Source: an optimization exercise on an open RTL-to-GDS flow (aim: small area and a short achievable clock period). Production flows keep margins and buffers that such runs may drop.
Function was checked by simulation only, so behaviour that the tests miss may differ from the original.
Power and IR drop assume default switching activity.

main:
// prog_mem_ctrl
module prog_mem_ctrl #(
    parameter int unsigned           WORD_WIDTH = 32,
    parameter int unsigned           DEPTH      = 128,
    parameter int unsigned           ADDR_W     = 7,
    parameter logic [WORD_WIDTH-1:0] NOP_WORD   = '0
) (
    input  logic                  clk,
    input  logic                  rst,
    input  logic                  rst_counter,
    input  logic                  ld_en,
    input  logic                  rd_en,
    input  logic [WORD_WIDTH-1:0] Load_data,
    input  logic                  jump,
    input  logic [ADDR_W-1:0]     jump_to,
    input  logic                  stall,
    output logic [WORD_WIDTH-1:0] instruction,
    output logic [ADDR_W-1:0]     ins_addr,
    output logic                  ins_valid,
    output logic [ADDR_W:0]       prog_len,
    output logic                  full,
    output logic                  err
);
    localparam int unsigned NPAIR = DEPTH / 2;
    logic [WORD_WIDTH-1:0]   memn   [DEPTH];    
    logic [WORD_WIDTH-1:0]   memn_d [DEPTH];
    logic                    run_q;
    logic [ADDR_W-1:0]       pc_q;
    logic [DEPTH-1:0]        pcohn_q;   
    logic [ADDR_W:0]         len_q;
    logic [WORD_WIDTH-1:0]   instr_q;
    logic [ADDR_W-1:0]       addr_q;
    logic                    valid_q;
    logic                    err_q;
    logic ld_only, rd_only, both_req, do_fetch, do_len_inc;
    logic jump_oob, in_prog;
    logic [DEPTH-1:0]        we, hold;
    logic [WORD_WIDTH-1:0]   ldn;
    logic [NPAIR-1:0]        pair [WORD_WIDTH];
    logic [WORD_WIDTH-1:0]   rdata;
    always_comb begin
        ld_only    = !rst_counter && ld_en && !rd_en;
        rd_only    = !rst_counter && rd_en && !ld_en;
  ...
Size: about 4,300 flip-flops, about 96 I/O pins, ~0.15 mm² of cells after synthesis.
Settings: LEC_CHECK=0, CAP_MARGIN=20, CORE_MARGIN=2, CORE_UTILIZATION=40, CTS_BUF_LIST=sky130_fd_sc_hd__clkbuf_16, CTS_CLUSTER_DIAMETER=90, CTS_CLUSTER_SIZE=25, PLACE_DENSITY=0.66, SETUP_SLACK_MARGIN=2.6, SLEW_MARGIN=35, SYNTH_HIERARCHICAL=1, SYNTH_MINIMUM_KEEP_SIZE=0; clock period 5.0 ns.
run.sh (not shown) runs the stock make flow with config.mk's settings and CLKGATE_MAP_FILE= SYNTH_SCRIPT=/design/flow/synth_recipe.tcl, a recipe that flattens the netlist after the stock synthesis.
Looking at the reports, main completed the entire flow and the layout it produced met the timing, DRC and antenna checks.
### main -> the feature branch
Settings: PLACE_DENSITY changed from 0.66 to 0.72; SETUP_SLACK_MARGIN changed from 2.6 to 2.5.
Results
- The feature branch has completed all stages; timing, DRC and antenna checks passed.
- Fraction of area in registers essentially unchanged between the feature branch and main.
- Share of total power in the clock network: the feature branch < main
- Worst slack after detailed placement | the feature branch above main
- Relative to main, total of plain and repair buffers excluding clock buffers has increased by 68 in the feature branch.
- Looking at the feature branch and main, the power of the combinational group is a wash.
- Clock-buffer cell count went up slightly going from main to the feature branch.
- Signal arrival time at the worst endpoint ended up 0.04 ns higher on the feature branch than on main.


build 49:
The RTL this note starts from:
==> flow/design.v <==
module pm_ao22 (
    input  logic a1, a2, b1, b2,
    output logic y
);
    assign y = (a1 & a2) | (b1 & b2);
endmodule
module pm_oai22 (
    input  logic a1, a2, b1, b2,
    output logic y
);
    assign y = ~((a1 | a2) & (b1 | b2));
endmodule
module prog_mem_ctrl #(
    parameter int unsigned           WORD_WIDTH = 32,
    parameter int unsigned           DEPTH      = 128,
    parameter int unsigned           ADDR_W     = 7,
    parameter logic [WORD_WIDTH-1:0] NOP_WORD   = '0
) (
    input  logic                  clk,
    input  logic                  rst,
    input  logic                  rst_counter,
    input  logic                  ld_en,
    input  logic                  rd_en,
    input  logic [WORD_WIDTH-1:0] Load_data,
    input  logic                  jump,
    input  logic [ADDR_W-1:0]     jump_to,
    input  logic                  stall,
    output logic [WORD_WIDTH-1:0] instruction,
    output logic [ADDR_W-1:0]     ins_addr,
    output logic                  ins_valid,
    output logic [ADDR_W:0]       prog_len,
    output logic                  full,
    output logic                  err
);
    localparam int unsigned NPAIR = DEPTH / 2;
    logic [WORD_WIDTH-1:0]   memn   [DEPTH];    
    logic [WORD_WIDTH-1:0]   memn_d [DEPTH];
    logic                    run_q;
    logic [ADDR_W-1:0]       pc_q;
    logic [DEPTH-1:0]        pcohn_q;   
    logic [ADDR_W:0]         len_q;
    logic [WORD_WIDTH-1:0]   instr_q;
    logic [ADDR_W-1:0]       addr_q;
    logic                    valid_q;
    logic                    err_q;
    logic ld_only, rd_only, both_req, do_fetch, do_len_inc;
    logic jump_oob, in_prog;
    logic [DEPTH-1:0]        we, hold;
    logic [WORD_WIDTH-1:0]   ldn;
    logic [NPAIR-1:0]        pair [WORD_WIDTH];
    logic [WORD_WIDTH-1:0]   rdata;
    always_comb begin
        ld_only    = !rst_counter && ld_en && !rd_en;
        rd_only    = !rst_counter && rd_en && !ld_en;
        both_req   = !rst_counter && ld_en && rd_en;
        do_fetch   = rd_only && !stall;
        do_len_inc = ld_only && !run_q && !len_q[ADDR_W];
        jump_oob   = {1'b0, jump_to} >= len_q;
        in_prog    = {1'b0, pc_q} < len_q;
        ldn        = ~Load_data;
        for (int i = 0; i < DEPTH; i++) begin
            we[i]   = (len_q == (ADDR_W+1)'(i));
            hold[i] = !we[i];
        end
    end
    for (genvar i = 0; i < DEPTH; i++) begin : g_word
        for (genvar b = 0; b < WORD_WIDTH; b++) begin : g_bit
            pm_ao22 u_wr (
                .a1(we[i]), .a2(ldn[b]), .b1(hold[i]), .b2(memn[i][b]), .y(memn_d[i][b])
            );
        end
    end
    always_ff @(posedge clk) begin
        for (int i = 0; i < DEPTH; i++) memn[i] <= memn_d[i];
    end
    for (genvar b = 0; b < WORD_WIDTH; b++) begin : g_rbit
        for (genvar g = 0; g < NPAIR; g++) begin : g_pair
            pm_oai22 u_rd (
                .a1(pcohn_q[2*g]),   .a2(memn[2*g][b]),
                .b1(pcohn_q[2*g+1]), .b2(memn[2*g+1][b]),
                .y(pair[b][g])
            );
        end
        assign rdata[b] = |pair[b];
    end
    always_ff @(posedge clk) begin
        if (rst || rst_counter) begin
            pcohn_q    <= '1;
            pcohn_q[0] <= 1'b0;
        end else if (do_fetch) begin
            for (int i = 0; i < DEPTH; i++)
                pcohn_q[i] <= jump ? (jump_to != ADDR_W'(i)) : pcohn_q[(i + DEPTH - 1) % DEPTH];
        end
    end
    always_ff @(posedge clk) begin
        if (rst) begin
            run_q   <= 1'b0;
            pc_q    <= '0;
            len_q   <= '0;
            instr_q <= '0;
            addr_q  <= '0;
            valid_q <= 1'b0;
            err_q   <= 1'b0;
        end else if (rst_counter) begin
            pc_q <= '0;
            if (!run_q) len_q <= '0;
        end else if (both_req) begin
            err_q <= 1'b1;
        end else if (ld_only) begin
            run_q <= 1'b0;
            if (!run_q) begin
                if (do_len_inc) len_q <= len_q + 1'b1;
                else            err_q <= 1'b1;
            end
        end else if (rd_only) begin
            run_q <= 1'b1;
            if (!stall) begin
                addr_q  <= pc_q;
                pc_q    <= jump ? jump_to : pc_q + 1'b1;
                instr_q <= in_prog ? rdata : NOP_WORD;
                valid_q <= in_prog;
                if (jump && jump_oob) err_q <= 1'b1;
            end
        end else begin
            run_q <= 1'b0;
        end
    end
    assign full        = len_q[ADDR_W];
    assign prog_len    = len_q;
    assign instruction = instr_q;
    assign ins_addr    = addr_q;
    assign ins_valid   = valid_q;
    assign err         = err_q;
endmodule
export LEC_CHECK = 0
export CAP_MARGIN = 20
export CORE_MARGIN = 2
export CORE_UTILIZATION = 40
export CTS_BUF_LIST = sky130_fd_sc_hd__clkbuf_16
export CTS_CLUSTER_DIAMETER = 90
export CTS_CLUSTER_SIZE = 25
export SETUP_SLACK_MARGIN = 2.4
export SLEW_MARGIN = 25
export SYNTH_HIERARCHICAL = 1
export SYNTH_MINIMUM_KEEP_SIZE = 0
create_clock -name core_clock -period 5.0 [get_ports {clk}]
Build 49 | stages: all done | timing, DRC, antenna: all pass
[inputs] build 15 vs build 49
--- a/flow/config.mk
+++ b/flow/config.mk
@@ -12,6 +12,6 @@
 export CTS_CLUSTER_DIAMETER = 90
 export CTS_CLUSTER_SIZE = 25
-export SETUP_SLACK_MARGIN = 2.4
-export SLEW_MARGIN = 25
+export SETUP_SLACK_MARGIN = 2.5
+export SLEW_MARGIN = 35
 export SYNTH_HIERARCHICAL = 1
 export SYNTH_MINIMUM_KEEP_SIZE = 0
--- outcome ---
Taking build 49 as the reference, in build 15 post-route cell area went up by about 1.1%; final critical path time including I/O delays and setup went down by 61 ps. The final reports for build 15 and build 49 show antenna diode count higher in the former. Build 15 ended up with nor4_2 as its cell type of the slowest stage on the worst timing path; build 49 ended up with dfxtp_2. Delta (build 15 minus build 49): area added between synthesis and finish up 1.3 points; fraction of standard cell area in multi-input logic flat; number of non-clock buffers in the layout up 69; cell area after synthesis flat.
Modified inputs, build 57 compared to build 15
--- a/flow/config.mk
+++ b/flow/config.mk
@@ -12,5 +12,5 @@
 export CTS_CLUSTER_DIAMETER = 90
 export CTS_CLUSTER_SIZE = 25
-export SETUP_SLACK_MARGIN = 2.5
+export SETUP_SLACK_MARGIN = 2.3
 export SLEW_MARGIN = 35
 export SYNTH_HIERARCHICAL = 1
Notes after the runs:
- In the flow results for build 15 and build 57, the cell area after layout is smaller on build 57.
- Upper clock frequency limit improves in build 57 relative to build 15.
- Build 57 ends up with a multi-input gate share of the layout cell area that is 0.33 points higher than in build 15.
- Final design utilization: build 57 vs build 15 down 1.1 points
- On sequential power, build 57 tracks build 15 almost exactly.
- Between build 15 and build 57, the final hold slack figures differ only marginally.


RTL: one of the versions met above, not the one the previous note started from.
Size in the first run: about 14,000 cells after synthesis, ~150,000 um2 of cells after synthesis.
make LEC_CHECK=0 CAP_MARGIN=20 CORE_MARGIN=2 CORE_UTILIZATION=40 CTS_BUF_LIST=sky130_fd_sc_hd__clkbuf_16 CTS_CLUSTER_DIAMETER=90 CTS_CLUSTER_SIZE=25 SETUP_SLACK_MARGIN=2.7 SLEW_MARGIN=35 SYNTH_HIERARCHICAL=1 SYNTH_MINIMUM_KEEP_SIZE=0 finish   # period 5.0 ns
The starting point passed the timing, DRC and antenna checks.
Rerun with:
CAP_MARGIN = 10   (was 20)
SETUP_SLACK_MARGIN = 2.5   (was 2.7)
SLEW_MARGIN = 30   (was 35)
Worst setup slack improved by 42 ps.
Flip-flop and latch count does not change.
Via count shrinks by 2.0%.
Rerun with:
CAP_MARGIN = 20   (was 10)
SETUP_SLACK_MARGIN = 2.6   (was 2.5)
SLEW_MARGIN = 35   (was 30)
=> Power climbs by 0.87%; setup slack is worse by 10 ps; wire length increases by about 2.8%; die area stays the same; sequential cell count stays the same; maximum frequency went down by 0.39%; final cell count came out higher by about 0.34%; global-route usage increases by 0.86 points.
Rerun with:
SETUP_SLACK_MARGIN = 2.5   (was 2.6)
The new run completed with no timing, DRC or antenna violations.
Area after synthesis is unchanged.
Setup slack got worse by 11 ps.
Final area came out lower by about 0.6%.
Die area does not change.
Combinational power fell by about 3%.
Final cell count barely changes.
Global-route usage came out lower by 0.80 points.

[static timing again, ports no longer ideal]
How much do the figures lean on ideal ports? The routed layouts below were timed once more, with nothing changed but the port constraints. Step 1 assumes that a clkbuf_16 drives the clock port and a buf_2 every other input. Step 2, shift: input delay + t, output delay - t, t = (earliest + latest rising clock arrival at the registers) / 2. This alone moves slack from input paths to output paths. Slacks: ideal / step 1 / step 2; pairs: ideal / step 1.
run | shift t [ns] | slack for setup (ns) | clock arrival spread, ns
main | 1.048 | 2.364 / 2.265 / 1.545 | 0.100 / 0.099
the feature branch | 1.040 | 2.321 / 2.215 / 1.395 | 0.130 / 0.130
build 49 | 1.075 | 2.040 / 2.040 / 1.245 | 0.052 / 0.052
build 15 | 1.067 | 2.101 / 2.101 / 1.214 | 0.061 / 0.061
build 57 | 1.070 | 2.131 / 2.131 / 1.141 | 0.062 / 0.062
the first run of note 3 | 1.077 | 2.334 / 2.229 / 1.617 | 0.083 / 0.083
the second run of note 3 | 1.063 | 2.376 / 2.271 / 1.309 | 0.097 / 0.097
the third run of note 3 | 1.099 | 2.366 / 2.242 / 1.631 | 0.089 / 0.089
the fourth run of note 3 | 1.091 | 2.355 / 2.255 / 1.336 | 0.080 / 0.080
After both steps every run listed still meets setup and hold. For the second run of note 3, which loses most, drivers alone change the setup slack by -0.105 ns; drivers and shift together by -1.067 ns.
